What follows belongs to an exercise in optimizing a design on an open flow for small area, a short achievable clock period and few clock cycles per item; a production flow would make more cautious choices. The RTL was checked by simulation tests, not by an equivalence proof against the original design. Power and IR drop assume default switching activity.

===== design/flow/constraint.sdc =====
create_clock -name core_clock -period 10.0 [get_ports {clk}]
set_input_delay 2.0000 -clock core_clock [delete_from_list [all_inputs] [get_ports {clk}]]
set_output_delay 2.0000 -clock core_clock [all_outputs]
set_load 0.01 [all_outputs]

===== design/flow/config.mk =====
export PLATFORM = sky130hd
export DESIGN_NAME = air_quality_index_classifier
export DESIGN_NICKNAME = air_quality_index_classifier
export VERILOG_FILES = /design/flow/design.v
export SDC_FILE = /design/flow/constraint.sdc
export NUM_CORES = 4
export LEC_CHECK = 0
export ABC_AREA = 1
export CAP_MARGIN = 20
export CORE_MARGIN = 2
export CORE_UTILIZATION = 40
export GPL_ROUTABILITY_DRIVEN = 0
export GPL_TIMING_DRIVEN = 1
export SETUP_SLACK_MARGIN = 5
export SLEW_MARGIN = 20
export TNS_END_PERCENT = 0

===== design/flow/design.v =====
package aqic_pkg;
  localparam logic [1:0] SCHEME_ATMO  = 2'd0;
  localparam logic [1:0] SCHEME_CAQI  = 2'd1;
  localparam logic [1:0] SCHEME_US    = 2'd2;
  localparam logic [1:0] SCHEME_RESET = SCHEME_US;
endpackage
module aqic_band (
  input  logic        pollutant,
  input  logic [15:0] conc,
  input  logic [1:0]  scheme,
  output logic [7:0]  sel
);
  logic [4:0] us0, us1, at, cq;
  always_comb begin
    us0 = 5'd0;
    if (conc > 16'd120) us0 = 5'd1;
    if (conc > 16'd354) us0 = 5'd2;
    if (conc > 16'd554) us0 = 5'd3;
    if (conc > 16'd1023) us0 = 5'd4;
    if (conc > 16'd1504) us0 = 5'd5;
    if (conc > 16'd1958) us0 = 5'd6;
    if (conc > 16'd2047) us0 = 5'd7;
    if (conc > 16'd2504) us0 = 5'd8;
    if (conc > 16'd2958) us0 = 5'd9;
    if (conc > 16'd3071) us0 = 5'd10;
    if (conc > 16'd3504) us0 = 5'd11;
    if (conc > 16'd4095) us0 = 5'd12;
    if (conc > 16'd5004) us0 = 5'd13;
    if (conc > 16'd5119) us0 = 5'd14;
    if (conc > 16'd6143) us0 = 5'd15;
    if (conc > 16'd7167) us0 = 5'd16;
    if (conc > 16'd8191) us0 = 5'd17;
    if (conc > 16'd9215) us0 = 5'd18;
    if (conc > 16'd10000) us0 = 5'd19;
  end
  always_comb begin
    us1 = 5'd0;
    if (conc > 16'd377) us1 = 5'd1;
    if (conc > 16'd540) us1 = 5'd2;
    if (conc > 16'd805) us1 = 5'd3;
    if (conc > 16'd1023) us1 = 5'd4;
    if (conc > 16'd1540) us1 = 5'd5;
    if (conc > 16'd1805) us1 = 5'd6;
    if (conc > 16'd2047) us1 = 5'd7;
    if (conc > 16'd2540) us1 = 5'd8;
    if (conc > 16'd2787) us1 = 5'd9;
    if (conc > 16'd3071) us1 = 5'd10;
    if (conc > 16'd3343) us1 = 5'd11;
    if (conc > 16'd3550) us1 = 5'd12;
    if (conc > 16'd4016) us1 = 5'd13;
    if (conc > 16'd4095) us1 = 5'd14;
    if (conc > 16'd4250) us1 = 5'd15;
    if (conc > 16'd5050) us1 = 5'd16;
    if (conc > 16'd5119) us1 = 5'd17;
    if (conc > 16'd5615) us1 = 5'd18;
    if (conc > 16'd6050) us1 = 5'd19;
  end
  always_comb begin
    at = 5'd1;
    if (pollutant) begin
      if (conc > 16'd60) at = 5'd2;
      if (conc > 16'd130) at = 5'd3;
      if (conc > 16'd200) at = 5'd4;
      if (conc > 16'd270) at = 5'd5;
      if (conc > 16'd340) at = 5'd6;
      if (conc > 16'd410) at = 5'd7;
      if (conc > 16'd490) at = 5'd8;
      if (conc > 16'd640) at = 5'd9;
      if (conc > 16'd790) at = 5'd10;
    end else begin
      if (conc > 16'd110) at = 5'd2;
      if (conc > 16'd240) at = 5'd3;
      if (conc > 16'd360) at = 5'd4;
      if (conc > 16'd410) at = 5'd5;
      if (conc > 16'd470) at = 5'd6;
      if (conc > 16'd530) at = 5'd7;
      if (conc > 16'd580) at = 5'd8;
      if (conc > 16'd640) at = 5'd9;
      if (conc > 16'd690) at = 5'd10;
    end
  end
  always_comb begin
    cq = 5'd1;
    if (pollutant) begin
      if (conc > 16'd250) cq = 5'd2;
      if (conc > 16'd500) cq = 5'd3;
      if (conc > 16'd900) cq = 5'd4;
      if (conc > 16'd1800) cq = 5'd5;
    end else begin
      if (conc > 16'd150) cq = 5'd2;
      if (conc > 16'd300) cq = 5'd3;
      if (conc > 16'd550) cq = 5'd4;
      if (conc > 16'd1100) cq = 5'd5;
    end
    if (conc == 16'd0) cq = 5'd0;
  end
  always_comb begin
    if (scheme == aqic_pkg::SCHEME_ATMO)      sel = {2'd0, pollutant, at};
    else if (scheme == aqic_pkg::SCHEME_CAQI) sel = {2'd1, pollutant, cq};
    else                                      sel = {2'd2, pollutant, pollutant ? us1 : us0};
  end
endmodule
module aqic_interp (
  input  logic [7:0]  sel,
  output logic [17:0] dig,
  output logic [22:0] a,
  output logic [2:0] category,
  output logic [0:0] dbl
);
  always_comb begin
    dig = '0;
    a = '0;
    category = 3'd6;
    dbl = '0;
    casez (sel)
      {2'd2, 1'b0, 5'd0}: begin dig = 18'h15b6e; a = 23'h755b55; category = 3'd1; dbl = 1'b1; end   
      {2'd2, 1'b0, 5'd1}: begin dig = 18'h15a2d; a = 23'h790ae5; category = 3'd2; dbl = 1'b0; end   
      {2'd2, 1'b0, 5'd2}: begin dig = 18'h10181; a = 23'h13330; category = 3'd3; dbl = 1'b0; end   
      {2'd2, 1'b0, 5'd3}: begin dig = 18'h2b95; a = 23'hcc349; category = 3'd4; dbl = 1'b0; end   
      {2'd2, 1'b0, 5'd4}: begin dig = 18'h2b95; a = 23'h135f31; category = 3'd4; dbl = 1'b0; end   
      {2'd2, 1'b0, 5'd5}: begin dig = 18'hd368; a = 23'ha8b6c; category = 3'd5; dbl = 1'b0; end   
      {2'd2, 1'b0, 5'd6}: begin dig = 18'hd34e; a = 23'ha8d11; category = 3'd5; dbl = 1'b0; end   
      {2'd2, 1'b0, 5'd7}: begin dig = 18'hd368; a = 23'h173b04; category = 3'd5; dbl = 1'b0; end   
      {2'd2, 1'b0, 5'd8}: begin dig = 18'hd368; a = 23'h17578c; category = 3'd6; dbl = 1'b0; end   
      {2'd2, 1'b0, 5'd9}: begin dig = 18'hd368; a = 23'h175754; category = 3'd6; dbl = 1'b0; end   
      {2'd2, 1'b0, 5'd10}: begin dig = 18'hd368; a = 23'h240714; category = 3'd6; dbl = 1'b0; end   
      {2'd2, 1'b0, 5'd11}: begin dig = 18'he0a9; a = 23'h266e04; category = 3'd6; dbl = 1'b0; end   
      {2'd2, 1'b0, 5'd12}: begin dig = 18'he0a9; a = 23'h2ee228; category = 3'd6; dbl = 1'b0; end   
      {2'd2, 1'b0, 5'd13}: begin dig = 18'hd368; a = 23'h2abe14; category = 3'd6; dbl = 1'b0; end   
      {2'd2, 1'b0, 5'd14}: begin dig = 18'hd34d; a = 23'h37868d; category = 3'd6; dbl = 1'b0; end   
      {2'd2, 1'b0, 5'd15}: begin dig = 18'hd34d; a = 23'h445023; category = 3'd6; dbl = 1'b0; end   
      {2'd2, 1'b0, 5'd16}: begin dig = 18'hd34d; a = 23'h5119b7; category = 3'd6; dbl = 1'b0; end   
      {2'd2, 1'b0, 5'd17}: begin dig = 18'hd34d; a = 23'h5de34d; category = 3'd6; dbl = 1'b0; end   
      {2'd2, 1'b0, 5'd18}: begin dig = 18'hd34d; a = 23'h6aad11; category = 3'd6; dbl = 1'b0; end   
      {2'd2, 1'b0, 5'd19}: begin dig = 18'h0; a = 23'h7d2000; category = 3'd6; dbl = 1'b0; end   
      {2'd2, 1'b1, 5'd0}: begin dig = 18'hd156; a = 23'h7779b9; category = 3'd1; dbl = 1'b0; end   
      {2'd2, 1'b1, 5'd1}: begin dig = 18'hd156; a = 23'h777a51; category = 3'd1; dbl = 1'b0; end   
      {2'd2, 1'b1, 5'd2}: begin dig = 18'h2c4e; a = 23'h106b9; category = 3'd2; dbl = 1'b0; end   
      {2'd2, 1'b1, 5'd3}: begin dig = 18'h2c4e; a = 23'h10681; category = 3'd2; dbl = 1'b0; end   
      {2'd2, 1'b1, 5'd4}: begin dig = 18'h2c4e; a = 23'h74e21; category = 3'd2; dbl = 1'b0; end   
      {2'd2, 1'b1, 5'd5}: begin dig = 18'h2c4e; a = 23'h76c69; category = 3'd3; dbl = 1'b0; end   
      {2'd2, 1'b1, 5'd6}: begin dig = 18'h2c4e; a = 23'h76c41; category = 3'd3; dbl = 1'b0; end   
      {2'd2, 1'b1, 5'd7}: begin dig = 18'h2c4e; a = 23'hdb3d1; category = 3'd3; dbl = 1'b0; end   
      {2'd2, 1'b1, 5'd8}: begin dig = 18'h2c46; a = 23'hdd9e1; category = 3'd4; dbl = 1'b0; end   
      {2'd2, 1'b1, 5'd9}: begin dig = 18'h2c46; a = 23'hdd981; category = 3'd4; dbl = 1'b0; end   
      {2'd2, 1'b1, 5'd10}: begin dig = 18'h2c46; a = 23'h141181; category = 3'd4; dbl = 1'b0; end   
      {2'd2, 1'b1, 5'd11}: begin dig = 18'h2c46; a = 23'h141121; category = 3'd4; dbl = 1'b0; end   
      {2'd2, 1'b1, 5'd12}: begin dig = 18'h9c70; a = 23'he8604; category = 3'd5; dbl = 1'b0; end   
      {2'd2, 1'b1, 5'd13}: begin dig = 18'h9c0d; a = 23'heb101; category = 3'd5; dbl = 1'b0; end   
      {2'd2, 1'b1, 5'd14}: begin dig = 18'h9c70; a = 23'h20a674; category = 3'd5; dbl = 1'b0; end   
      {2'd2, 1'b1, 5'd15}: begin dig = 18'h8155; a = 23'h22b1a1; category = 3'd6; dbl = 1'b0; end   
      {2'd2, 1'b1, 5'd16}: begin dig = 18'hd389; a = 23'h1de690; category = 3'd6; dbl = 1'b0; end   
      {2'd2, 1'b1, 5'd17}: begin dig = 18'hd368; a = 23'h2a5be4; category = 3'd6; dbl = 1'b0; end   
      {2'd2, 1'b1, 5'd18}: begin dig = 18'hd368; a = 23'h2a5b94; category = 3'd6; dbl = 1'b0; end   
      {2'd2, 1'b1, 5'd19}: begin dig = 18'h0; a = 23'h7d2000; category = 3'd6; dbl = 1'b0; end   
      {2'd0, 1'b?, 5'd1}: begin dig = 18'h0; a = 23'h2000; category = 3'd0; dbl = 1'b0; end   
      {2'd0, 1'b?, 5'd2}: begin dig = 18'h0; a = 23'h4000; category = 3'd0; dbl = 1'b0; end   
      {2'd0, 1'b?, 5'd3}: begin dig = 18'h0; a = 23'h6000; category = 3'd1; dbl = 1'b0; end   
      {2'd0, 1'b?, 5'd4}: begin dig = 18'h0; a = 23'h8000; category = 3'd1; dbl = 1'b0; end   
      {2'd0, 1'b?, 5'd5}: begin dig = 18'h0; a = 23'ha000; category = 3'd2; dbl = 1'b0; end   
      {2'd0, 1'b?, 5'd6}: begin dig = 18'h0; a = 23'hc000; category = 3'd3; dbl = 1'b0; end   
      {2'd0, 1'b?, 5'd7}: begin dig = 18'h0; a = 23'he000; category = 3'd3; dbl = 1'b0; end   
      {2'd0, 1'b?, 5'd8}: begin dig = 18'h0; a = 23'h10000; category = 3'd4; dbl = 1'b0; end   
      {2'd0, 1'b?, 5'd9}: begin dig = 18'h0; a = 23'h12000; category = 3'd4; dbl = 1'b0; end   
      {2'd0, 1'b?, 5'd10}: begin dig = 18'h0; a = 23'h14000; category = 3'd5; dbl = 1'b0; end   
      {2'd1, 1'b?, 5'd0}: begin dig = 18'h0; a = 23'h0; category = 3'd1; dbl = 1'b0; end   
      {2'd1, 1'b?, 5'd1}: begin dig = 18'h0; a = 23'h32000; category = 3'd1; dbl = 1'b0; end   
      {2'd1, 1'b?, 5'd2}: begin dig = 18'h0; a = 23'h64000; category = 3'd2; dbl = 1'b0; end   
      {2'd1, 1'b?, 5'd3}: begin dig = 18'h0; a = 23'h96000; category = 3'd3; dbl = 1'b0; end   
      {2'd1, 1'b?, 5'd4}: begin dig = 18'h0; a = 23'hc8000; category = 3'd4; dbl = 1'b0; end   
      {2'd1, 1'b?, 5'd5}: begin dig = 18'h0; a = 23'h12c000; category = 3'd5; dbl = 1'b0; end   
      default: ;
    endcase
  end
endmodule
module aqic_mul (
  input  logic [9:0] x,
  input  logic [17:0] dig,
  input  logic [22:0] a,
  output logic [9:0]  ra,
  output logic [9:0]  rb,
  output logic [4:0]  lg,
  output logic [4:0]  lp
);
  logic pp0_0;
  logic pp0_1;
  logic pp0_2;
  logic pp0_3;
  logic pp0_4;
  logic pp0_5;
  logic pp0_6;
  logic pp0_7;
  logic pp0_8;
  logic pp0_9;
  logic pp0_10;
  logic pp1_0;
  logic pp1_1;
  logic pp1_2;
  logic pp1_3;
  logic pp1_4;
  logic pp1_5;
  logic pp1_6;
  logic pp1_7;
  logic pp1_8;
  logic pp1_9;
  logic pp1_10;
  logic pp2_0;
  logic pp2_1;
  logic pp2_2;
  logic pp2_3;
  logic pp2_4;
  logic pp2_5;
  logic pp2_6;
  logic pp2_7;
  logic pp2_8;
  logic pp2_9;
  logic pp2_10;
  logic pp3_0;
  logic pp3_1;
  logic pp3_2;
  logic pp3_3;
  logic pp3_4;
  logic pp3_5;
  logic pp3_6;
  logic pp3_7;
  logic pp3_8;
  logic pp3_9;
  logic pp3_10;
  logic pp4_0;
  logic pp4_1;
  logic pp4_2;
  logic pp4_3;
  logic pp4_4;
  logic pp4_5;
  logic pp4_6;
  logic pp4_7;
  logic pp4_8;
  logic pp4_9;
  logic pp4_10;
  logic pp5_0;
  logic pp5_1;
  logic pp5_2;
  logic pp5_3;
  logic pp5_4;
  logic pp5_5;
  logic pp5_6;
  logic pp5_7;
  logic pp5_8;
  logic pp5_9;
  logic pp5_10;
  logic hs1;
  logic hc2;
  logic hs3;
  logic hc4;
  logic hs5;
  logic hc6;
  logic hs7;
  logic hc8;
  logic fs9;
  logic fc10;
  logic fs11;
  logic fc12;
  logic hs13;
  logic hc14;
  logic fs15;
  logic fc16;
  logic fs17;
  logic fc18;
  logic fs19;
  logic fc20;
  logic fs21;
  logic fc22;
  logic fs23;
  logic fc24;
  logic fs25;
  logic fc26;
  logic fs27;
  logic fc28;
  logic fs29;
  logic fc30;
  logic fs31;
  logic fc32;
  logic fs33;
  logic fc34;
  logic fs35;
  logic fc36;
  logic hs37;
  logic hc38;
  logic fs39;
  logic fc40;
  logic hs41;
  logic hc42;
  logic hs43;
  logic hc44;
  logic fs45;
  logic fc46;
  logic fs47;
  logic fc48;
  logic fs49;
  logic fc50;
  logic fs51;
  logic fc52;
  logic fs53;
  logic fc54;
  logic fs55;
  logic fc56;
  logic fs57;
  logic fc58;
  logic fs59;
  logic fc60;
  logic fs61;
  logic fc62;
  logic fs63;
  logic fc64;
  logic fs65;
  logic fc66;
  logic fs67;
  logic fc68;
  logic fs69;
  logic fc70;
  logic hs71;
  logic hc72;
  logic hs73;
  logic hc74;
  logic fs75;
  logic fc76;
  logic fs77;
  logic fc78;
  logic fs79;
  logic fc80;
  logic fs81;
  logic fc82;
  logic fs83;
  logic fc84;
  logic fs85;
  logic fc86;
  logic fs87;
  logic fc88;
  logic fs89;
  logic fc90;
  logic fs91;
  logic fc92;
  logic fs93;
  logic fc94;
  logic fs95;
  logic fc96;
  logic fs97;
  logic fc98;
  logic fs99;
  logic fc100;
  logic fs101;
  logic fc102;
  logic fs103;
  logic fc104;
  logic fs105;
  logic fc106;
  logic fs107;
  logic fc108;
  logic hs109;
  logic hc110;
  logic g0_0;
  logic p0_0;
  logic g0_1;
  logic p0_1;
  logic g0_2;
  logic p0_2;
  logic g0_3;
  logic p0_3;
  logic g0_4;
  logic p0_4;
  logic g0_5;
  logic p0_5;
  logic g0_6;
  logic p0_6;
  logic g0_7;
  logic p0_7;
  logic g0_8;
  logic p0_8;
  logic g0_9;
  logic p0_9;
  logic g0_10;
  logic p0_10;
  logic g0_11;
  logic p0_11;
  logic g0_12;
  logic p0_12;
  logic g0_13;
  logic p0_13;
  logic g0_14;
  logic p0_14;
  logic g0_15;
  logic p0_15;
  logic g0_16;
  logic p0_16;
  logic g0_17;
  logic p0_17;
  logic g0_18;
  logic p0_18;
  logic g0_19;
  logic p0_19;
  logic g0_20;
  logic p0_20;
  logic g0_21;
  logic p0_21;
  logic g0_22;
  logic p0_22;
  logic g1_1;
  logic p1_1;
  logic g1_2;
  logic p1_2;
  logic g1_3;
  logic p1_3;
  logic g1_4;
  logic p1_4;
  logic g1_5;
  logic p1_5;
  logic g1_6;
  logic p1_6;
  logic g1_7;
  logic p1_7;
  logic g1_8;
  logic p1_8;
  logic g1_9;
  logic p1_9;
  logic g1_10;
  logic p1_10;
  logic g1_11;
  logic p1_11;
  logic g1_12;
  logic p1_12;
  logic g1_13;
  logic p1_13;
  logic g1_14;
  logic p1_14;
  logic g1_15;
  logic p1_15;
  logic g1_16;
  logic p1_16;
  logic g1_17;
  logic p1_17;
  logic g1_18;
  logic p1_18;
  logic g1_19;
  logic p1_19;
  logic g1_20;
  logic p1_20;
  logic g1_21;
  logic p1_21;
  logic g1_22;
  logic p1_22;
  logic g2_2;
  logic p2_2;
  logic g2_3;
  logic p2_3;
  logic g2_4;
  logic p2_4;
  logic g2_5;
  logic p2_5;
  logic g2_6;
  logic p2_6;
  logic g2_7;
  logic p2_7;
  logic g2_8;
  logic p2_8;
  logic g2_9;
  logic p2_9;
  logic g2_10;
  logic p2_10;
  logic g2_11;
  logic p2_11;
  logic g2_12;
  logic p2_12;
  logic g2_13;
  logic p2_13;
  logic g2_14;
  logic p2_14;
  logic g2_15;
  logic p2_15;
  logic g2_16;
  logic p2_16;
  logic g2_17;
  logic p2_17;
  logic g2_18;
  logic p2_18;
  logic g2_19;
  logic p2_19;
  logic g2_20;
  logic p2_20;
  logic g2_21;
  logic p2_21;
  logic g2_22;
  logic p2_22;
  logic g3_4;
  logic p3_4;
  logic g3_5;
  logic p3_5;
  logic g3_6;
  logic p3_6;
  logic g3_7;
  logic p3_7;
  logic g3_8;
  logic p3_8;
  logic g3_9;
  logic p3_9;
  logic g3_10;
  logic p3_10;
  logic g3_11;
  logic p3_11;
  logic g3_12;
  logic p3_12;
  logic g3_13;
  logic p3_13;
  logic g3_14;
  logic p3_14;
  logic g3_15;
  logic p3_15;
  logic g3_16;
  logic p3_16;
  logic g3_17;
  logic p3_17;
  logic g3_18;
  logic p3_18;
  logic g3_19;
  logic p3_19;
  logic g3_20;
  logic p3_20;
  logic g3_21;
  logic p3_21;
  logic g3_22;
  logic p3_22;
  logic g4_8;
  logic p4_8;
  logic g4_9;
  logic p4_9;
  logic g4_10;
  logic p4_10;
  logic g4_11;
  logic p4_11;
  logic g4_12;
  logic p4_12;
  logic g4_13;
  logic p4_13;
  logic g4_14;
  logic p4_14;
  logic g4_15;
  logic p4_15;
  logic g4_16;
  logic p4_16;
  logic g4_17;
  logic p4_17;
  logic g4_18;
  logic p4_18;
  logic g4_19;
  logic p4_19;
  logic g4_20;
  logic p4_20;
  logic g4_21;
  logic p4_21;
  logic g4_22;
  logic p4_22;
  logic g5_16;
  logic p5_16;
  logic g5_17;
  logic p5_17;
  logic g5_18;
  logic p5_18;
  logic g5_19;
  logic p5_19;
  logic g5_20;
  logic p5_20;
  logic g5_21;
  logic p5_21;
  logic g5_22;
  logic p5_22;
  assign pp0_0 = ((dig[0] & x[0]) | (dig[1] & 1'b0)) ^ dig[2];
  assign pp0_1 = ((dig[0] & x[1]) | (dig[1] & x[0])) ^ dig[2];
  assign pp0_2 = ((dig[0] & x[2]) | (dig[1] & x[1])) ^ dig[2];
  assign pp0_3 = ((dig[0] & x[3]) | (dig[1] & x[2])) ^ dig[2];
  assign pp0_4 = ((dig[0] & x[4]) | (dig[1] & x[3])) ^ dig[2];
  assign pp0_5 = ((dig[0] & x[5]) | (dig[1] & x[4])) ^ dig[2];
  assign pp0_6 = ((dig[0] & x[6]) | (dig[1] & x[5])) ^ dig[2];
  assign pp0_7 = ((dig[0] & x[7]) | (dig[1] & x[6])) ^ dig[2];
  assign pp0_8 = ((dig[0] & x[8]) | (dig[1] & x[7])) ^ dig[2];
  assign pp0_9 = ((dig[0] & x[9]) | (dig[1] & x[8])) ^ dig[2];
  assign pp0_10 = ((dig[0] & 1'b0) | (dig[1] & x[9])) ^ dig[2];
  assign pp1_0 = ((dig[3] & x[0]) | (dig[4] & 1'b0)) ^ dig[5];
  assign pp1_1 = ((dig[3] & x[1]) | (dig[4] & x[0])) ^ dig[5];
  assign pp1_2 = ((dig[3] & x[2]) | (dig[4] & x[1])) ^ dig[5];
  assign pp1_3 = ((dig[3] & x[3]) | (dig[4] & x[2])) ^ dig[5];
  assign pp1_4 = ((dig[3] & x[4]) | (dig[4] & x[3])) ^ dig[5];
  assign pp1_5 = ((dig[3] & x[5]) | (dig[4] & x[4])) ^ dig[5];
  assign pp1_6 = ((dig[3] & x[6]) | (dig[4] & x[5])) ^ dig[5];
  assign pp1_7 = ((dig[3] & x[7]) | (dig[4] & x[6])) ^ dig[5];
  assign pp1_8 = ((dig[3] & x[8]) | (dig[4] & x[7])) ^ dig[5];
  assign pp1_9 = ((dig[3] & x[9]) | (dig[4] & x[8])) ^ dig[5];
  assign pp1_10 = ((dig[3] & 1'b0) | (dig[4] & x[9])) ^ dig[5];
  assign pp2_0 = ((dig[6] & x[0]) | (dig[7] & 1'b0)) ^ dig[8];
  assign pp2_1 = ((dig[6] & x[1]) | (dig[7] & x[0])) ^ dig[8];
  assign pp2_2 = ((dig[6] & x[2]) | (dig[7] & x[1])) ^ dig[8];
  assign pp2_3 = ((dig[6] & x[3]) | (dig[7] & x[2])) ^ dig[8];
  assign pp2_4 = ((dig[6] & x[4]) | (dig[7] & x[3])) ^ dig[8];
  assign pp2_5 = ((dig[6] & x[5]) | (dig[7] & x[4])) ^ dig[8];
  assign pp2_6 = ((dig[6] & x[6]) | (dig[7] & x[5])) ^ dig[8];
  assign pp2_7 = ((dig[6] & x[7]) | (dig[7] & x[6])) ^ dig[8];
  assign pp2_8 = ((dig[6] & x[8]) | (dig[7] & x[7])) ^ dig[8];
  assign pp2_9 = ((dig[6] & x[9]) | (dig[7] & x[8])) ^ dig[8];
  assign pp2_10 = ((dig[6] & 1'b0) | (dig[7] & x[9])) ^ dig[8];
  assign pp3_0 = ((dig[9] & x[0]) | (dig[10] & 1'b0)) ^ dig[11];
  assign pp3_1 = ((dig[9] & x[1]) | (dig[10] & x[0])) ^ dig[11];
  assign pp3_2 = ((dig[9] & x[2]) | (dig[10] & x[1])) ^ dig[11];
  assign pp3_3 = ((dig[9] & x[3]) | (dig[10] & x[2])) ^ dig[11];
  assign pp3_4 = ((dig[9] & x[4]) | (dig[10] & x[3])) ^ dig[11];
  assign pp3_5 = ((dig[9] & x[5]) | (dig[10] & x[4])) ^ dig[11];
  assign pp3_6 = ((dig[9] & x[6]) | (dig[10] & x[5])) ^ dig[11];
  assign pp3_7 = ((dig[9] & x[7]) | (dig[10] & x[6])) ^ dig[11];
  assign pp3_8 = ((dig[9] & x[8]) | (dig[10] & x[7])) ^ dig[11];
  assign pp3_9 = ((dig[9] & x[9]) | (dig[10] & x[8])) ^ dig[11];
  assign pp3_10 = ((dig[9] & 1'b0) | (dig[10] & x[9])) ^ dig[11];
  assign pp4_0 = ((dig[12] & x[0]) | (dig[13] & 1'b0)) ^ dig[14];
  assign pp4_1 = ((dig[12] & x[1]) | (dig[13] & x[0])) ^ dig[14];
  assign pp4_2 = ((dig[12] & x[2]) | (dig[13] & x[1])) ^ dig[14];
  assign pp4_3 = ((dig[12] & x[3]) | (dig[13] & x[2])) ^ dig[14];
  assign pp4_4 = ((dig[12] & x[4]) | (dig[13] & x[3])) ^ dig[14];
  assign pp4_5 = ((dig[12] & x[5]) | (dig[13] & x[4])) ^ dig[14];
  assign pp4_6 = ((dig[12] & x[6]) | (dig[13] & x[5])) ^ dig[14];
  assign pp4_7 = ((dig[12] & x[7]) | (dig[13] & x[6])) ^ dig[14];
  assign pp4_8 = ((dig[12] & x[8]) | (dig[13] & x[7])) ^ dig[14];
  assign pp4_9 = ((dig[12] & x[9]) | (dig[13] & x[8])) ^ dig[14];
  assign pp4_10 = ((dig[12] & 1'b0) | (dig[13] & x[9])) ^ dig[14];
  assign pp5_0 = ((dig[15] & x[0]) | (dig[16] & 1'b0)) ^ dig[17];
  assign pp5_1 = ((dig[15] & x[1]) | (dig[16] & x[0])) ^ dig[17];
  assign pp5_2 = ((dig[15] & x[2]) | (dig[16] & x[1])) ^ dig[17];
  assign pp5_3 = ((dig[15] & x[3]) | (dig[16] & x[2])) ^ dig[17];
  assign pp5_4 = ((dig[15] & x[4]) | (dig[16] & x[3])) ^ dig[17];
  assign pp5_5 = ((dig[15] & x[5]) | (dig[16] & x[4])) ^ dig[17];
  assign pp5_6 = ((dig[15] & x[6]) | (dig[16] & x[5])) ^ dig[17];
  assign pp5_7 = ((dig[15] & x[7]) | (dig[16] & x[6])) ^ dig[17];
  assign pp5_8 = ((dig[15] & x[8]) | (dig[16] & x[7])) ^ dig[17];
  assign pp5_9 = ((dig[15] & x[9]) | (dig[16] & x[8])) ^ dig[17];
  assign pp5_10 = ((dig[15] & 1'b0) | (dig[16] & x[9])) ^ dig[17];
  assign hs1 = pp0_10 ^ pp1_8;
  assign hc2 = pp0_10 & pp1_8;
  assign hs3 = pp1_9 ^ pp2_7;
  assign hc4 = pp1_9 & pp2_7;
  assign hs5 = pp1_10 ^ pp2_8;
  assign hc6 = pp1_10 & pp2_8;
  assign hs7 = pp0_6 ^ pp1_4;
  assign hc8 = pp0_6 & pp1_4;
  assign fs9 = pp0_7 ^ pp1_5 ^ pp2_3;
  assign fc10 = (pp0_7 & pp1_5) | (pp0_7 & pp2_3) | (pp1_5 & pp2_3);
  assign fs11 = pp0_8 ^ pp1_6 ^ pp2_4;
  assign fc12 = (pp0_8 & pp1_6) | (pp0_8 & pp2_4) | (pp1_6 & pp2_4);
  assign hs13 = pp3_2 ^ pp4_0;
  assign hc14 = pp3_2 & pp4_0;
  assign fs15 = pp0_9 ^ pp1_7 ^ pp2_5;
  assign fc16 = (pp0_9 & pp1_7) | (pp0_9 & pp2_5) | (pp1_7 & pp2_5);
  assign fs17 = pp3_3 ^ pp4_1 ^ a[9];
  assign fc18 = (pp3_3 & pp4_1) | (pp3_3 & a[9]) | (pp4_1 & a[9]);
  assign fs19 = hs1 ^ pp2_6 ^ pp3_4;
  assign fc20 = (hs1 & pp2_6) | (hs1 & pp3_4) | (pp2_6 & pp3_4);
  assign fs21 = pp4_2 ^ pp5_0 ^ a[10];
  assign fc22 = (pp4_2 & pp5_0) | (pp4_2 & a[10]) | (pp5_0 & a[10]);
  assign fs23 = hc2 ^ hs3 ^ pp3_5;
  assign fc24 = (hc2 & hs3) | (hc2 & pp3_5) | (hs3 & pp3_5);
  assign fs25 = pp4_3 ^ pp5_1 ^ a[11];
  assign fc26 = (pp4_3 & pp5_1) | (pp4_3 & a[11]) | (pp5_1 & a[11]);
  assign fs27 = hc4 ^ hs5 ^ pp3_6;
  assign fc28 = (hc4 & hs5) | (hc4 & pp3_6) | (hs5 & pp3_6);
  assign fs29 = pp4_4 ^ pp5_2 ^ a[12];
  assign fc30 = (pp4_4 & pp5_2) | (pp4_4 & a[12]) | (pp5_2 & a[12]);
  assign fs31 = hc6 ^ pp2_9 ^ pp3_7;
  assign fc32 = (hc6 & pp2_9) | (hc6 & pp3_7) | (pp2_9 & pp3_7);
  assign fs33 = pp4_5 ^ pp5_3 ^ a[13];
  assign fc34 = (pp4_5 & pp5_3) | (pp4_5 & a[13]) | (pp5_3 & a[13]);
  assign fs35 = pp2_10 ^ pp3_8 ^ pp4_6;
  assign fc36 = (pp2_10 & pp3_8) | (pp2_10 & pp4_6) | (pp3_8 & pp4_6);
  assign hs37 = pp5_4 ^ a[14];
  assign hc38 = pp5_4 & a[14];
  assign fs39 = pp3_9 ^ pp4_7 ^ pp5_5;
  assign fc40 = (pp3_9 & pp4_7) | (pp3_9 & pp5_5) | (pp4_7 & pp5_5);
  assign hs41 = pp3_10 ^ pp4_8;
  assign hc42 = pp3_10 & pp4_8;
  assign hs43 = pp0_4 ^ pp1_2;
  assign hc44 = pp0_4 & pp1_2;
  assign fs45 = pp0_5 ^ pp1_3 ^ pp2_1;
  assign fc46 = (pp0_5 & pp1_3) | (pp0_5 & pp2_1) | (pp1_3 & pp2_1);
  assign fs47 = hs7 ^ pp2_2 ^ pp3_0;
  assign fc48 = (hs7 & pp2_2) | (hs7 & pp3_0) | (pp2_2 & pp3_0);
  assign fs49 = hc8 ^ fs9 ^ pp3_1;
  assign fc50 = (hc8 & fs9) | (hc8 & pp3_1) | (fs9 & pp3_1);
  assign fs51 = fc10 ^ fs11 ^ hs13;
  assign fc52 = (fc10 & fs11) | (fc10 & hs13) | (fs11 & hs13);
  assign fs53 = fc12 ^ hc14 ^ fs15;
  assign fc54 = (fc12 & hc14) | (fc12 & fs15) | (hc14 & fs15);
  assign fs55 = fc16 ^ fc18 ^ fs19;
  assign fc56 = (fc16 & fc18) | (fc16 & fs19) | (fc18 & fs19);
  assign fs57 = fc20 ^ fc22 ^ fs23;
  assign fc58 = (fc20 & fc22) | (fc20 & fs23) | (fc22 & fs23);
  assign fs59 = fc24 ^ fc26 ^ fs27;
  assign fc60 = (fc24 & fc26) | (fc24 & fs27) | (fc26 & fs27);
  assign fs61 = fc28 ^ fc30 ^ fs31;
  assign fc62 = (fc28 & fc30) | (fc28 & fs31) | (fc30 & fs31);
  assign fs63 = fc32 ^ fc34 ^ fs35;
  assign fc64 = (fc32 & fc34) | (fc32 & fs35) | (fc34 & fs35);
  assign fs65 = fc36 ^ hc38 ^ fs39;
  assign fc66 = (fc36 & hc38) | (fc36 & fs39) | (hc38 & fs39);
  assign fs67 = fc40 ^ hs41 ^ pp5_6;
  assign fc68 = (fc40 & hs41) | (fc40 & pp5_6) | (hs41 & pp5_6);
  assign fs69 = hc42 ^ pp4_9 ^ pp5_7;
  assign fc70 = (hc42 & pp4_9) | (hc42 & pp5_7) | (pp4_9 & pp5_7);
  assign hs71 = pp4_10 ^ pp5_8;
  assign hc72 = pp4_10 & pp5_8;
  assign hs73 = pp0_2 ^ pp1_0;
  assign hc74 = pp0_2 & pp1_0;
  assign fs75 = pp0_3 ^ pp1_1 ^ a[3];
  assign fc76 = (pp0_3 & pp1_1) | (pp0_3 & a[3]) | (pp1_1 & a[3]);
  assign fs77 = hs43 ^ pp2_0 ^ a[4];
  assign fc78 = (hs43 & pp2_0) | (hs43 & a[4]) | (pp2_0 & a[4]);
  assign fs79 = hc44 ^ fs45 ^ a[5];
  assign fc80 = (hc44 & fs45) | (hc44 & a[5]) | (fs45 & a[5]);
  assign fs81 = fc46 ^ fs47 ^ a[6];
  assign fc82 = (fc46 & fs47) | (fc46 & a[6]) | (fs47 & a[6]);
  assign fs83 = fc48 ^ fs49 ^ a[7];
  assign fc84 = (fc48 & fs49) | (fc48 & a[7]) | (fs49 & a[7]);
  assign fs85 = fc50 ^ fs51 ^ a[8];
  assign fc86 = (fc50 & fs51) | (fc50 & a[8]) | (fs51 & a[8]);
  assign fs87 = fc52 ^ fs53 ^ fs17;
  assign fc88 = (fc52 & fs53) | (fc52 & fs17) | (fs53 & fs17);
  assign fs89 = fc54 ^ fs55 ^ fs21;
  assign fc90 = (fc54 & fs55) | (fc54 & fs21) | (fs55 & fs21);
  assign fs91 = fc56 ^ fs57 ^ fs25;
  assign fc92 = (fc56 & fs57) | (fc56 & fs25) | (fs57 & fs25);
  assign fs93 = fc58 ^ fs59 ^ fs29;
  assign fc94 = (fc58 & fs59) | (fc58 & fs29) | (fs59 & fs29);
  assign fs95 = fc60 ^ fs61 ^ fs33;
  assign fc96 = (fc60 & fs61) | (fc60 & fs33) | (fs61 & fs33);
  assign fs97 = fc62 ^ fs63 ^ hs37;
  assign fc98 = (fc62 & fs63) | (fc62 & hs37) | (fs63 & hs37);
  assign fs99 = fc64 ^ fs65 ^ a[15];
  assign fc100 = (fc64 & fs65) | (fc64 & a[15]) | (fs65 & a[15]);
  assign fs101 = fc66 ^ fs67 ^ a[16];
  assign fc102 = (fc66 & fs67) | (fc66 & a[16]) | (fs67 & a[16]);
  assign fs103 = fc68 ^ fs69 ^ a[17];
  assign fc104 = (fc68 & fs69) | (fc68 & a[17]) | (fs69 & a[17]);
  assign fs105 = fc70 ^ hs71 ^ a[18];
  assign fc106 = (fc70 & hs71) | (fc70 & a[18]) | (hs71 & a[18]);
  assign fs107 = hc72 ^ pp5_9 ^ a[19];
  assign fc108 = (hc72 & pp5_9) | (hc72 & a[19]) | (pp5_9 & a[19]);
  assign hs109 = pp5_10 ^ a[20];
  assign hc110 = pp5_10 & a[20];
  assign g0_0 = (pp0_0 & a[0]);
  assign p0_0 = (pp0_0 ^ a[0]);
  assign g0_1 = (pp0_1 & a[1]);
  assign p0_1 = (pp0_1 ^ a[1]);
  assign g0_2 = (hs73 & a[2]);
  assign p0_2 = (hs73 ^ a[2]);
  assign g0_3 = (hc74 & fs75);
  assign p0_3 = (hc74 ^ fs75);
  assign g0_4 = (fc76 & fs77);
  assign p0_4 = (fc76 ^ fs77);
  assign g0_5 = (fc78 & fs79);
  assign p0_5 = (fc78 ^ fs79);
  assign g0_6 = (fc80 & fs81);
  assign p0_6 = (fc80 ^ fs81);
  assign g0_7 = (fc82 & fs83);
  assign p0_7 = (fc82 ^ fs83);
  assign g0_8 = (fc84 & fs85);
  assign p0_8 = (fc84 ^ fs85);
  assign g0_9 = (fc86 & fs87);
  assign p0_9 = (fc86 ^ fs87);
  assign g0_10 = (fc88 & fs89);
  assign p0_10 = (fc88 ^ fs89);
  assign g0_11 = (fc90 & fs91);
  assign p0_11 = (fc90 ^ fs91);
  assign g0_12 = (fc92 & fs93);
  assign p0_12 = (fc92 ^ fs93);
  assign g0_13 = (fc94 & fs95);
  assign p0_13 = (fc94 ^ fs95);
  assign g0_14 = (fc96 & fs97);
  assign p0_14 = (fc96 ^ fs97);
  assign g0_15 = (fc98 & fs99);
  assign p0_15 = (fc98 ^ fs99);
  assign g0_16 = (fc100 & fs101);
  assign p0_16 = (fc100 ^ fs101);
  assign g0_17 = (fc102 & fs103);
  assign p0_17 = (fc102 ^ fs103);
  assign g0_18 = (fc104 & fs105);
  assign p0_18 = (fc104 ^ fs105);
  assign g0_19 = (fc106 & fs107);
  assign p0_19 = (fc106 ^ fs107);
  assign g0_20 = (fc108 & hs109);
  assign p0_20 = (fc108 ^ hs109);
  assign g0_21 = (hc110 & a[21]);
  assign p0_21 = (hc110 ^ a[21]);
  assign g0_22 = 1'b0;
  assign p0_22 = a[22];
  assign g1_1 = g0_1 | (p0_1 & g0_0);
  assign p1_1 = p0_1 & p0_0;
  assign g1_2 = g0_2 | (p0_2 & g0_1);
  assign p1_2 = p0_2 & p0_1;
  assign g1_3 = g0_3 | (p0_3 & g0_2);
  assign p1_3 = p0_3 & p0_2;
  assign g1_4 = g0_4 | (p0_4 & g0_3);
  assign p1_4 = p0_4 & p0_3;
  assign g1_5 = g0_5 | (p0_5 & g0_4);
  assign p1_5 = p0_5 & p0_4;
  assign g1_6 = g0_6 | (p0_6 & g0_5);
  assign p1_6 = p0_6 & p0_5;
  assign g1_7 = g0_7 | (p0_7 & g0_6);
  assign p1_7 = p0_7 & p0_6;
  assign g1_8 = g0_8 | (p0_8 & g0_7);
  assign p1_8 = p0_8 & p0_7;
  assign g1_9 = g0_9 | (p0_9 & g0_8);
  assign p1_9 = p0_9 & p0_8;
  assign g1_10 = g0_10 | (p0_10 & g0_9);
  assign p1_10 = p0_10 & p0_9;
  assign g1_11 = g0_11 | (p0_11 & g0_10);
  assign p1_11 = p0_11 & p0_10;
  assign g1_12 = g0_12 | (p0_12 & g0_11);
  assign p1_12 = p0_12 & p0_11;
  assign g1_13 = g0_13 | (p0_13 & g0_12);
  assign p1_13 = p0_13 & p0_12;
  assign g1_14 = g0_14 | (p0_14 & g0_13);
  assign p1_14 = p0_14 & p0_13;
  assign g1_15 = g0_15 | (p0_15 & g0_14);
  assign p1_15 = p0_15 & p0_14;
  assign g1_16 = g0_16 | (p0_16 & g0_15);
  assign p1_16 = p0_16 & p0_15;
  assign g1_17 = g0_17 | (p0_17 & g0_16);
  assign p1_17 = p0_17 & p0_16;
  assign g1_18 = g0_18 | (p0_18 & g0_17);
  assign p1_18 = p0_18 & p0_17;
  assign g1_19 = g0_19 | (p0_19 & g0_18);
  assign p1_19 = p0_19 & p0_18;
  assign g1_20 = g0_20 | (p0_20 & g0_19);
  assign p1_20 = p0_20 & p0_19;
  assign g1_21 = g0_21 | (p0_21 & g0_20);
  assign p1_21 = p0_21 & p0_20;
  assign g1_22 = g0_22 | (p0_22 & g0_21);
  assign p1_22 = p0_22 & p0_21;
  assign g2_2 = g1_2 | (p1_2 & g0_0);
  assign p2_2 = p1_2 & p0_0;
  assign g2_3 = g1_3 | (p1_3 & g1_1);
  assign p2_3 = p1_3 & p1_1;
  assign g2_4 = g1_4 | (p1_4 & g1_2);
  assign p2_4 = p1_4 & p1_2;
  assign g2_5 = g1_5 | (p1_5 & g1_3);
  assign p2_5 = p1_5 & p1_3;
  assign g2_6 = g1_6 | (p1_6 & g1_4);
  assign p2_6 = p1_6 & p1_4;
  assign g2_7 = g1_7 | (p1_7 & g1_5);
  assign p2_7 = p1_7 & p1_5;
  assign g2_8 = g1_8 | (p1_8 & g1_6);
  assign p2_8 = p1_8 & p1_6;
  assign g2_9 = g1_9 | (p1_9 & g1_7);
  assign p2_9 = p1_9 & p1_7;
  assign g2_10 = g1_10 | (p1_10 & g1_8);
  assign p2_10 = p1_10 & p1_8;
  assign g2_11 = g1_11 | (p1_11 & g1_9);
  assign p2_11 = p1_11 & p1_9;
  assign g2_12 = g1_12 | (p1_12 & g1_10);
  assign p2_12 = p1_12 & p1_10;
  assign g2_13 = g1_13 | (p1_13 & g1_11);
  assign p2_13 = p1_13 & p1_11;
  assign g2_14 = g1_14 | (p1_14 & g1_12);
  assign p2_14 = p1_14 & p1_12;
  assign g2_15 = g1_15 | (p1_15 & g1_13);
  assign p2_15 = p1_15 & p1_13;
  assign g2_16 = g1_16 | (p1_16 & g1_14);
  assign p2_16 = p1_16 & p1_14;
  assign g2_17 = g1_17 | (p1_17 & g1_15);
  assign p2_17 = p1_17 & p1_15;
  assign g2_18 = g1_18 | (p1_18 & g1_16);
  assign p2_18 = p1_18 & p1_16;
  assign g2_19 = g1_19 | (p1_19 & g1_17);
  assign p2_19 = p1_19 & p1_17;
  assign g2_20 = g1_20 | (p1_20 & g1_18);
  assign p2_20 = p1_20 & p1_18;
  assign g2_21 = g1_21 | (p1_21 & g1_19);
  assign p2_21 = p1_21 & p1_19;
  assign g2_22 = g1_22 | (p1_22 & g1_20);
  assign p2_22 = p1_22 & p1_20;
  assign g3_4 = g2_4 | (p2_4 & g0_0);
  assign p3_4 = p2_4 & p0_0;
  assign g3_5 = g2_5 | (p2_5 & g1_1);
  assign p3_5 = p2_5 & p1_1;
  assign g3_6 = g2_6 | (p2_6 & g2_2);
  assign p3_6 = p2_6 & p2_2;
  assign g3_7 = g2_7 | (p2_7 & g2_3);
  assign p3_7 = p2_7 & p2_3;
  assign g3_8 = g2_8 | (p2_8 & g2_4);
  assign p3_8 = p2_8 & p2_4;
  assign g3_9 = g2_9 | (p2_9 & g2_5);
  assign p3_9 = p2_9 & p2_5;
  assign g3_10 = g2_10 | (p2_10 & g2_6);
  assign p3_10 = p2_10 & p2_6;
  assign g3_11 = g2_11 | (p2_11 & g2_7);
  assign p3_11 = p2_11 & p2_7;
  assign g3_12 = g2_12 | (p2_12 & g2_8);
  assign p3_12 = p2_12 & p2_8;
  assign g3_13 = g2_13 | (p2_13 & g2_9);
  assign p3_13 = p2_13 & p2_9;
  assign g3_14 = g2_14 | (p2_14 & g2_10);
  assign p3_14 = p2_14 & p2_10;
  assign g3_15 = g2_15 | (p2_15 & g2_11);
  assign p3_15 = p2_15 & p2_11;
  assign g3_16 = g2_16 | (p2_16 & g2_12);
  assign p3_16 = p2_16 & p2_12;
  assign g3_17 = g2_17 | (p2_17 & g2_13);
  assign p3_17 = p2_17 & p2_13;
  assign g3_18 = g2_18 | (p2_18 & g2_14);
  assign p3_18 = p2_18 & p2_14;
  assign g3_19 = g2_19 | (p2_19 & g2_15);
  assign p3_19 = p2_19 & p2_15;
  assign g3_20 = g2_20 | (p2_20 & g2_16);
  assign p3_20 = p2_20 & p2_16;
  assign g3_21 = g2_21 | (p2_21 & g2_17);
  assign p3_21 = p2_21 & p2_17;
  assign g3_22 = g2_22 | (p2_22 & g2_18);
  assign p3_22 = p2_22 & p2_18;
  assign g4_8 = g3_8 | (p3_8 & g0_0);
  assign p4_8 = p3_8 & p0_0;
  assign g4_9 = g3_9 | (p3_9 & g1_1);
  assign p4_9 = p3_9 & p1_1;
  assign g4_10 = g3_10 | (p3_10 & g2_2);
  assign p4_10 = p3_10 & p2_2;
  assign g4_11 = g3_11 | (p3_11 & g2_3);
  assign p4_11 = p3_11 & p2_3;
  assign g4_12 = g3_12 | (p3_12 & g3_4);
  assign p4_12 = p3_12 & p3_4;
  assign g4_13 = g3_13 | (p3_13 & g3_5);
  assign p4_13 = p3_13 & p3_5;
  assign g4_14 = g3_14 | (p3_14 & g3_6);
  assign p4_14 = p3_14 & p3_6;
  assign g4_15 = g3_15 | (p3_15 & g3_7);
  assign p4_15 = p3_15 & p3_7;
  assign g4_16 = g3_16 | (p3_16 & g3_8);
  assign p4_16 = p3_16 & p3_8;
  assign g4_17 = g3_17 | (p3_17 & g3_9);
  assign p4_17 = p3_17 & p3_9;
  assign g4_18 = g3_18 | (p3_18 & g3_10);
  assign p4_18 = p3_18 & p3_10;
  assign g4_19 = g3_19 | (p3_19 & g3_11);
  assign p4_19 = p3_19 & p3_11;
  assign g4_20 = g3_20 | (p3_20 & g3_12);
  assign p4_20 = p3_20 & p3_12;
  assign g4_21 = g3_21 | (p3_21 & g3_13);
  assign p4_21 = p3_21 & p3_13;
  assign g4_22 = g3_22 | (p3_22 & g3_14);
  assign p4_22 = p3_22 & p3_14;
  assign g5_16 = g4_16 | (p4_16 & g0_0);
  assign p5_16 = p4_16 & p0_0;
  assign g5_17 = g4_17 | (p4_17 & g1_1);
  assign p5_17 = p4_17 & p1_1;
  assign g5_18 = g4_18 | (p4_18 & g2_2);
  assign p5_18 = p4_18 & p2_2;
  assign g5_19 = g4_19 | (p4_19 & g2_3);
  assign p5_19 = p4_19 & p2_3;
  assign g5_20 = g4_20 | (p4_20 & g3_4);
  assign p5_20 = p4_20 & p3_4;
  assign g5_21 = g4_21 | (p4_21 & g3_5);
  assign p5_21 = p4_21 & p3_5;
  assign g5_22 = g4_22 | (p4_22 & g3_6);
  assign p5_22 = p4_22 & p3_6;
  assign ra[0] = fc94;
  assign rb[0] = fs95;
  assign ra[1] = fc96;
  assign rb[1] = fs97;
  assign ra[2] = fc98;
  assign rb[2] = fs99;
  assign ra[3] = fc100;
  assign rb[3] = fs101;
  assign ra[4] = fc102;
  assign rb[4] = fs103;
  assign ra[5] = fc104;
  assign rb[5] = fs105;
  assign ra[6] = fc106;
  assign rb[6] = fs107;
  assign ra[7] = fc108;
  assign rb[7] = hs109;
  assign ra[8] = hc110;
  assign rb[8] = a[21];
  assign ra[9] = a[22];
  assign rb[9] = 1'b0;
  assign lg[0] = (g0_2 | (p0_2 & (g0_1 | (p0_1 & g0_0))));
  assign lp[0] = (p0_2 & (p0_1 & p0_0));
  assign lg[1] = (g0_5 | (p0_5 & (g0_4 | (p0_4 & g0_3))));
  assign lp[1] = (p0_5 & (p0_4 & p0_3));
  assign lg[2] = (g0_8 | (p0_8 & (g0_7 | (p0_7 & g0_6))));
  assign lp[2] = (p0_8 & (p0_7 & p0_6));
  assign lg[3] = (g0_11 | (p0_11 & (g0_10 | (p0_10 & g0_9))));
  assign lp[3] = (p0_11 & (p0_10 & p0_9));
  assign lg[4] = g0_12;
  assign lp[4] = p0_12;
endmodule
module aqic_cin (
  input  logic [4:0] lg,
  input  logic [4:0] lp,
  output logic       cin
);
  assign cin = (lg[4] | (lp[4] & (lg[3] | (lp[3] & (lg[2] | (lp[2] & (lg[1] | (lp[1] & lg[0]))))))));
endmodule
module air_quality_index_classifier (
  input  logic        clk,
  input  logic        rst_n,
  input  logic        in_valid,
  output logic        in_ready,
  input  logic        in_pollutant,
  input  logic [15:0] in_concentration_tenths,
  output logic        out_valid,
  input  logic        out_ready,
  output logic [9:0]  out_index_value,
  output logic [2:0]  out_category,
  input  logic        cfg_valid,
  output logic        cfg_ready,
  input  logic [1:0]  cfg_index_scheme
);
  logic        adv;
  logic [1:0]  scheme_r;
  logic        va_r, out_valid_r;
  logic [7:0]  sel_nxt, sel_r;
  logic [9:0] x_a_r;
  logic [17:0] dig_nxt;
  logic [22:0] a_nxt;
  logic [2:0]  cat_nxt;
  logic        dbl;
  logic [9:0] x_m;
  logic [9:0]  ra_nxt, rb_nxt, ra_r, rb_r;
  logic [4:0]  lg_nxt, lp_nxt, lg_r, lp_r;
  logic        cin;
  logic [2:0]  out_cat_r;
  assign adv       = !out_valid_r || out_ready;
  assign in_ready  = adv;
  assign cfg_ready = 1'b1;
  always_ff @(posedge clk) begin
    if (!rst_n) begin
      scheme_r    <= aqic_pkg::SCHEME_RESET;
      va_r        <= 1'b0;
      out_valid_r <= 1'b0;
    end else begin
      if (cfg_valid) scheme_r <= cfg_index_scheme;
      if (adv) begin
        va_r        <= in_valid;
        out_valid_r <= va_r;
      end
    end
  end
  aqic_band u_band (
    .pollutant (in_pollutant),
    .conc      (in_concentration_tenths),
    .scheme    (scheme_r),
    .sel       (sel_nxt)
  );
  aqic_interp u_interp (
    .sel      (sel_r),
    .dig      (dig_nxt),
    .a        (a_nxt),
    .category (cat_nxt),
    .dbl      (dbl)
  );
  assign x_m = dbl ? {x_a_r[8:0], 1'b0} : x_a_r;
  aqic_mul u_mul (
    .x   (x_m),
    .dig (dig_nxt),
    .a   (a_nxt),
    .ra  (ra_nxt),
    .rb  (rb_nxt),
    .lg  (lg_nxt),
    .lp  (lp_nxt)
  );
  aqic_cin u_cin (
    .lg  (lg_r),
    .lp  (lp_r),
    .cin (cin)
  );
  always_ff @(posedge clk) begin
    if (adv) begin
      sel_r     <= sel_nxt;
      x_a_r     <= in_concentration_tenths[9:0];
      ra_r      <= ra_nxt;
      rb_r      <= rb_nxt;
      lg_r      <= lg_nxt;
      lp_r      <= lp_nxt;
      out_cat_r <= cat_nxt;
    end
  end
  assign out_valid       = out_valid_r;
  assign out_index_value = ra_r + rb_r + 10'(cin);
  assign out_category    = out_cat_r;
endmodule

===== design/flow/run.sh =====
#!/bin/bash
# synth_recipe.tcl (not shown) runs the flow's synth.tcl, then flattens the netlist and writes it again
# the make line also repeats each setting of config.mk as NAME=value (left out here)
make -C /OpenROAD-flow-scripts/flow DESIGN_CONFIG=/design/flow/config.mk WORK_HOME=/design/flow/orfs CLKGATE_MAP_FILE= SYNTH_SCRIPT=/design/flow/synth_recipe.tcl finish

==> results.txt, run 1 <==
clk latency of the worst-skew pair 0.31 ns; Adder-Cell Fraction of Synth Area 0.154; slew of the pin with the lowest slew margin 0.725 ns; max-cap viol count 0; fill count 2,177; main combinational cell family by area after synthesis simple AND/OR/NAND/NOR gates; Syn-to-layout area delta 14.4%; relative slew slack 0.512; layout cells sized above 1 0.125; Core ar. 21,000 µm²; WL/cell about 19 µm; final setup vio count 0; Crit. End Element register; Static Leak 4.55 nW; ranking of synthesized cells by area edfxtp_1, fa_1, inv_1; 1st-iter DRT viols approximately 1,900; GR Overflow Total 0; Synth Instances 1,251; area of the multi-input gates 6050 µm²; type of the worst setup path in -> reg; CTS root buf clkbuf_16; via count 9,631; synthesis-stage register bit count 53; initial antenna violation count 0; Synthesized Nets approximately 1,400; Sequential Area around 1600 µm²; Clock Sinks 53; Final #Nets ~1,400; RSZ-0062 raised after global routing true; Die X 150 µm; cell area power density 202 nW/µm²; Switching Share 0.466; Seq pwr share 0.188; Clock Skews a little under 0.008 ns; Req. time, crit path slightly above 10 ns; internal power component 1.05 mW; Power, Total 1.97 mW; Yosys cell types 64; final core utilization 0.464; CTS tree built; mux cell area share after synthesis 0.00236; clock tree buffer depth 2; HP Class reg -> reg; cts bufs inserted 5; simple-gate share of the synthesized area 0.315; vias per cell a little over 6; Fin Hold WS around 0.45 ns; post-route ant nets 0; All-Layer GR Usage 0.269; clock power share 0.093; final hold viol count 0; Final Max Tran Viols 0; PortBufs 38; switching power 917 µW; final cell count without fillers 1,582; Synth top cells by count inv_1, nand2_1, nor2_1, o21ai_0, o22ai_1; Starting Density 0.406; hpwl dp ~23,000 µm; first-pass GRT wire length roughly 47,000 µm; row cnt 53; WP data arrival slightly above 5 ns; Post-synth ARST share 0; antenna cells 0; die footprint 22,400 µm²; Syn. warnings 3; setup_tns 0 ns; vias in the first global route around 8,800; Residual DRC 0; die height 150 µm; XOR/XNOR Fraction of Synth Area 0.0608; status complete, no violations; Post-synth EDFFs 49; period utilisation layout 0.511; Main synth FF type edfxtp_1; Max Clock Freq approximately 0.2 GHz; syn_area_per_cell approximately 6.8 µm²; drt total wl 30,300 µm; Reg clk slew, reported paths approximately 0.070 ns; Synth Area in Compound Gates 0.164; Mapped Area 8500 µm²; H-tree levels 2; share of power burned in combinational logic 0.719; # IOs 40; post-layout min period 5.11 ns; largest net degree at the start of global routing 26; cell taking the most area after synthesis edfxtp_1; Crit Path Max Fanout 12; sequential area share after synthesis 0.183; # placed instances between 1,500 and 2,000; VDD IR max 0.000133 V; Initial DRT Pass Iterations 13; Worst Setup Start Kind input port; Synth top area share 0.173
[sequential cells by signal, indices dropped and copies added, names as in the netlist]
name	cells
ra_r	10
x_a_r	10
rb_r	9
sel_r	8
lg_r	5
lp_r	4
out_cat_r	3
scheme_r	2
out_valid_r	1
va_r	1
[cell families after synthesis]
family / count (synthesis)
AND/OR/NAND/NOR: 568
buffers and inverters: 257
AO/OA/AOI/OAI: 234
adder cells (fa/ha/maj): 77
XOR/XNOR: 59
flip-flops: 53
multiplexers: 2
other: 1
[power groups by stage]
stage | clock [mW] | sequential (mW) | combinational, mW
after floorplan | 0 | 0.371 | 0.927
final | 0.183 | 0.369 | 1.41
after global placement | 0 | 0.374 | 1.30
after global routing | 0.195 | 0.376 | 1.63
after CTS | 0.186 | 0.370 | 1.37
after detailed placement | 0 | 0.375 | 1.33
[critical path: stages]
cell             delay [ns]
clkdlybuf4s50_1        0.87
nand2_1                0.33
nor2_1                 0.43
nand2_1                0.21
o41ai_1                0.38
o21ai_0                0.22
nand2_1                0.12
nand2_1                0.08
nand2_1                0.07
nand2_1                0.05
nand2_1                0.06
a21oi_1                0.05
o21ai_0                0.19
nand3_1                0.09
[routing by layer]
layer | vias to the layer above | GRT usage | wire length, µm
met5 | - | 0 | 0
met4 | 0 | 0.122 | 2120
met3 | 241 | 0.0537 | 3470
met2 | 780 | 0.442 | 13600
met1 | 4305 | 0.341 | 11100
li1 | 4305 | - | -
[worst paths after layout]
| check | slack, ns | cells after the start | from | endpoint |
|---|---|---|---|---|
| hold / removal | 0.45 | 2 | va_r$_SDFFE_PN0P_ | va_r$_SDFFE_PN0P_ |
| setup / recovery | 4.89 | 14 | in_concentration_tenths[9] | sel_r[1]$_DFFE_PP_ |
| setup reg to reg | 4.98 | 24 | sel_r[6]$_SDFFCE_PP0P_ | lg_r[2]$_DFFE_PP_ |
| hold reg to reg | 0.45 | 2 | va_r$_SDFFE_PN0P_ | va_r$_SDFFE_PN0P_ |
[stage by stage]
stage / area, µm² / worst slack (ns)
after global routing: 9720 / 4.76
after CTS: 9430 / 4.90
after floorplan: 8500 / 5.03
final: 9720 / 4.89
after detailed placement: 9100 / 4.18
after global placement: 9100 / 4.19
[what timing repair did]
action / 4_1_cts / 5_1_grt
hold buffers: 0 / 0
cloned: 1 / 0
pin swaps: 13 / 20
setup buffers: 11 / 20
endpoints found under the setup margin: 12 / 16
gates resized for setup: 33 / 36
[cell usage in the layout, fill, tap and decap left out, types with 6 or more instances in the layout]
cell / count
nand2_1: 200
inv_1: 198
nor2_1: 158
o21ai_0: 69
o22ai_1: 57
edfxtp_1: 49
nand3_1: 48
xor2_1: 44
fa_1: 44
nor3_1: 37
a21oi_1: 35
ha_1: 31
clkdlybuf4s50_1: 31
buf_4: 30
nand4_1: 28
inv_2: 26
nor2_2: 25
nor4_1: 23
a31oi_1: 16
xnor2_1: 15
nor3_4: 9
a21oi_2: 9
o21ai_1: 9
nand2_2: 7
nor2_4: 6
nand3_2: 6
nor3_2: 6
[layout make-up]
cell class,instances,share of cell area
clock buffers,5,0.0129
clock inverters,3,0.00257
inverters,230,0.0910
multi-input cells,941,0.623
flip-flops and latches,53,0.160
well taps,275,0.0354
repair buffers,75,0.0761
Testbench counts, summed over its fixed seeds: cycles 8,072, items 8,000.
==> run 2, diff against run 1 <==
--- a/design/flow/design.v
+++ b/design/flow/design.v
@@ -9,5 +9,5 @@
   input  logic [15:0] conc,
   input  logic [1:0]  scheme,
-  output logic [7:0]  sel
+  output logic [5:0]  sel
 );
   logic [4:0] us0, us1, at, cq;
@@ -96,11 +96,12 @@
   end
   always_comb begin
-    if (scheme == aqic_pkg::SCHEME_ATMO)      sel = {2'd0, pollutant, at};
-    else if (scheme == aqic_pkg::SCHEME_CAQI) sel = {2'd1, pollutant, cq};
-    else                                      sel = {2'd2, pollutant, pollutant ? us1 : us0};
+    if (scheme == aqic_pkg::SCHEME_ATMO)      sel = {pollutant, at};
+    else if (scheme == aqic_pkg::SCHEME_CAQI) sel = {pollutant, cq};
+    else                                      sel = {pollutant, pollutant ? us1 : us0};
   end
 endmodule
 module aqic_interp (
-  input  logic [7:0]  sel,
+  input  logic [5:0]  sel,
+  input  logic [1:0]  scheme,
   output logic [17:0] dig,
   output logic [22:0] a,
@@ -113,5 +114,5 @@
     category = 3'd6;
     dbl = '0;
-    casez (sel)
+    casez ({(scheme == aqic_pkg::SCHEME_ATMO) ? 2'd0 : (scheme == aqic_pkg::SCHEME_CAQI) ? 2'd1 : 2'd2, sel})
       {2'd2, 1'b0, 5'd0}: begin dig = 18'h15b6e; a = 23'h755b55; category = 3'd1; dbl = 1'b1; end   
       {2'd2, 1'b0, 5'd1}: begin dig = 18'h15a2d; a = 23'h790ae5; category = 3'd2; dbl = 1'b0; end   
@@ -1019,5 +1020,5 @@
   logic [1:0]  scheme_r;
   logic        va_r, out_valid_r;
-  logic [7:0]  sel_nxt, sel_r;
+  logic [5:0]  sel_nxt, sel_r;
   logic [9:0] x_a_r;
   logic [17:0] dig_nxt;
@@ -1054,4 +1055,5 @@
   aqic_interp u_interp (
     .sel      (sel_r),
+    .scheme   (scheme_r),
     .dig      (dig_nxt),
     .a        (a_nxt),
--- a/design/flow/config.mk
+++ b/design/flow/config.mk
@@ -10,6 +10,4 @@
 export CORE_MARGIN = 2
 export CORE_UTILIZATION = 40
-export GPL_ROUTABILITY_DRIVEN = 0
-export GPL_TIMING_DRIVEN = 1
 export SETUP_SLACK_MARGIN = 5
 export SLEW_MARGIN = 20
==> run 2 against run 1 <==
- still clean
- worst hold slack better by 0.0076 ns
- clock power hardly changed
- flip-flop and latch count fell by 2
- clock-buffer cell count unchanged
- die area shrank 1.7%
- critical path depth up 12
- final area is 2.9% lower
- synthesized cell count up 0.56%
- combinational power shrank 15%
- non-clock buffer count decreased by 4
- sequential share of layout area is 0.17 points lower
- core utilization is essentially flat
- critical endpoint is now lg_r[3]$_DFFE_PP_
- largest cell class unchanged
==> results.txt, run 2 <==
syn_area_per_cell 6.64 µm²; sequential area share after synthesis 0.179; Req. time, crit path around 10 ns; first-pass GRT wire length slightly above 50,000 µm; synthesis-stage register bit count 51; clk latency of the worst-skew pair a little over 0.3 ns; vias per cell between 5 and 6; max-cap viol count 0; r2r setup slk 4.88 ns; most frequent cells in the layout inv_1, nor2_1, nand2_1; Crit. End Element register; ranking of synthesized cells by area edfxtp_1, fa_1, nor2_1; cell with the most instances after synthesis nor2_1; Main synth FF type edfxtp_1; PortBufs 38; final hold viol count 0; clock tree buffer depth 2; Core ar. 20,400 µm²; 1st-iter DRT viols 854; Final Max Tran Viols 0; largest delay contributor family on the critical path adder cells; # IOs 40; Worst Reg2Reg Path Length in Cells 26; row cnt 52; All-Layer GR Usage 0.300; Worst Setup Start Kind register; vias in the first global route 8,922; Residual DRC 0; drt total wl 33,100 µm; final setup vio count 0; post-route ant nets 0; cell taking the most area after synthesis edfxtp_1; fill count 2,169; CP dominant cell by count inv_2; final cell count without fillers approximately 1,600; relative slew slack 0.313; Post-synth EDFFs 47; fin area 9440 µm²; biggest regs ra_r: 10 flops, x_a_r: 10 flops, rb_r: 9 flops; layout cells sized above 1 0.103; slew of the pin with the lowest slew margin 1.02 ns; status complete, no violations; Synth top area share 0.169; Fin Hold WS 0.454 ns; Die X 149 µm; H-tree levels 2; Synth top cells by count nor2_1, inv_1, nand2_1, o21ai_0, o22ai_1; HP Class reg -> reg; WP data arrival 5.18 ns; cts hold-fix bufs 0; Buf/Inv on CP 8; Yosys cell types 58; WL/cell 21.0 µm; GR Overflow Total 0; Clock Sinks 51; Clock Skews 0.0185 ns; worst hold path depth 2; RSZ-0062 raised after global routing true; most common cell after layout, fill and taps aside inv_1; Syn-to-layout area delta 13.1%; Syn. warnings 3; die height 149 µm; critical-path cell with the highest stage delay fa_1; Worst Hold Launch va_r$_SDFFE_PN0P_; Final #Nets 1,406; Reg clk slew, reported paths roughly 0.08 ns; Initial DRT Pass Iterations 6; largest net degree at the start of global routing 49; max incr delay on CP 0.56 ns; WHS Endpoint va_r$_SDFFE_PN0P_; Post-DP Area 8990 µm²; cts bufs inserted 5; via count 9,205; # placed instances 1,544; post-layout min period 5.12 ns; Synthesized Nets around 1,400; Starting Density 0.410; antenna cells 0; setup_tns 0 ns; CTS root buf clkbuf_16; period utilisation layout 0.512; cell area power density roughly 180 nW/µm²; Max Clock Freq 0.195 GHz; hpwl dp 27,000 µm; VDD IR max 0.000109 V; worst r2r src sel_r[0]$_DFFE_PP_; CTS tree built; Static Leak 4.35 nW; initial antenna violation count 0; Post-synth ARST share 0; RePlAce Congestion 1.03; type of the worst setup path reg -> reg; Mapped Area roughly 8400 µm²; Crit Path Max Fanout 6; die footprint about 22,000 µm²; worst reg2reg endpoint lg_r[3]$_DFFE_PP_; Synth Instances 1,258
==> run 2: worst max-delay path by stage <==
stage | from | end | slack [ns] | cells past startpoint
final | sel_r[0]$_DFFE_PP_ | lg_r[3]$_DFFE_PP_ | 4.88 | 26
after global routing | sel_r[1]$_DFFE_PP_ | lg_r[3]$_DFFE_PP_ | 4.61 | 24
after CTS | lg_r[0]$_DFFE_PP_ | out_index_value[9] | 4.75 | 20
after detailed placement | sel_r[1]$_DFFE_PP_ | lg_r[3]$_DFFE_PP_ | 4.36 | 17
after global placement | sel_r[0]$_DFFE_PP_ | lg_r[3]$_DFFE_PP_ | 4.39 | 17
after floorplan | out_ready | in_ready | 5.10 | 2
==> run 2: cells by family (layout without fill, tap and decap cells) <==
| family | Yosys count | in the layout | share of synthesized area |
|---|---|---|---|
| AOI/OAI and AO/OA | 237 | 237 | 0.169 |
| xor gates and xnor gates | 59 | 59 | 0.0619 |
| adders and majority gates | 77 | 77 | 0.157 |
| buffers and inverters | 265 | 313 | 0.124 |
| DFF | 51 | 51 | 0.179 |
| muxes | 1 | 1 | 0.00120 |
| other | 1 | 1 | 0.000449 |
| and+or+nand+nor | 567 | 567 | 0.308 |
==> run 2: timing repair <==
item                                    in CTS  in global routing
gates resized for setup                     30                 19
pin swaps                                   12                 18
endpoints found under the hold margin        0                  0
endpoints found under the setup margin      17                 22
setup buffers                                8                 16
==> run 2: metal layers <==
layer  track usage  routed length (µm)
met5             0                   0
met4         0.140                1740
met3        0.0426                2510
met2         0.497               15400
met1         0.387               13500
==> run 2: through the flow <==
step / setup slack, ns / utilization / power, mW
2_1_floorplan: 5.10 / - / 1.17
3_3_place_gp: 4.39 / 0.442 / 1.49
3_5_place_dp: 4.36 / 0.442 / 1.52
4_1_cts: 4.75 / 0.454 / 1.73
5_1_grt: 4.61 / 0.464 / 1.94
6_report: 4.88 / 0.464 / 1.74
==> run 2: worst reg2reg max path: stages (launching register included) <==
cell and delay (ns):
edfxtp_1 0.49, inv_2 0.11, nor2_1 0.05, inv_2 0.07, nor2_1 0.08, inv_2 0.13, nor2_1 0.11, nor2_1 0.14
inv_2 0.09, nor3_4 0.14, inv_2 0.06, nor2_4 0.15, inv_2 0.09, nor2_4 0.15, nand2_2 0.09, nor4_4 0.23
o22ai_1 0.16, xnor2_1 0.16, ha_1 0.28, inv_1 0.05, fa_1 0.56, fa_1 0.44, fa_1 0.52, inv_1 0.04
ha_1 0.28, a21oi_1 0.15, o21bai_1 0.07
==> run 2: final cells by class <==
cell class / count / area [µm²] / share of cell area
Clock buffer: 5 / 125 / 0.0132
Clock inverter: 3 / 26.3 / 0.00278
Inverter: 234 / 888 / 0.0941
Multi-Input combinational cell: 942 / 5960 / 0.631
Sequential cell: 51 / 1490 / 0.158
Tap cell: 270 / 338 / 0.0358
Timing Repair Buffer: 71 / 617 / 0.0653
==> run 2: where the power goes <==
group / switching (mW) / internal (mW) / total, mW
sequential: 0.0205 / 0.328 / 0.349
clock: 0.0887 / 0.0954 / 0.184
combinational: 0.679 / 0.525 / 1.20
Testbench counts of run 2, summed over its fixed seeds: cycles 8,072, items 8,000.

-- port drivers added, routing unchanged --
In the flow no input, the clock included, has a driving cell. The finished layouts below were timed again as built, in two steps.
Step 1 assumes that a clkbuf_16 drives the clock port and a buf_2 every other input.
Step 2 also shifts input and output timing later by t, the mid clock arrival at the registers, as if the neighbouring blocks saw the same clock.
Slacks: ideal ports / drivers / drivers and shift; pairs: ideal ports / drivers.
| run | t (ns) | setup WS [ns] | hold slack, ns | slew at the worst register clock pin (ns) |
|---|---|---|---|---|
| run 1 | 0.343 | 4.886 / 4.881 / 4.562 | 0.447 / 0.447 / 0.447 | 0.08 / 0.08 |
| run 2 | 0.349 | 4.881 / 4.858 / 4.568 | 0.454 / 0.454 / 0.454 | 0.08 / 0.08 |
After both steps setup and hold are still met in every run listed. For run 1, which loses most, drivers alone change the setup slack by -0.005 ns; drivers and shift together by -0.324 ns.
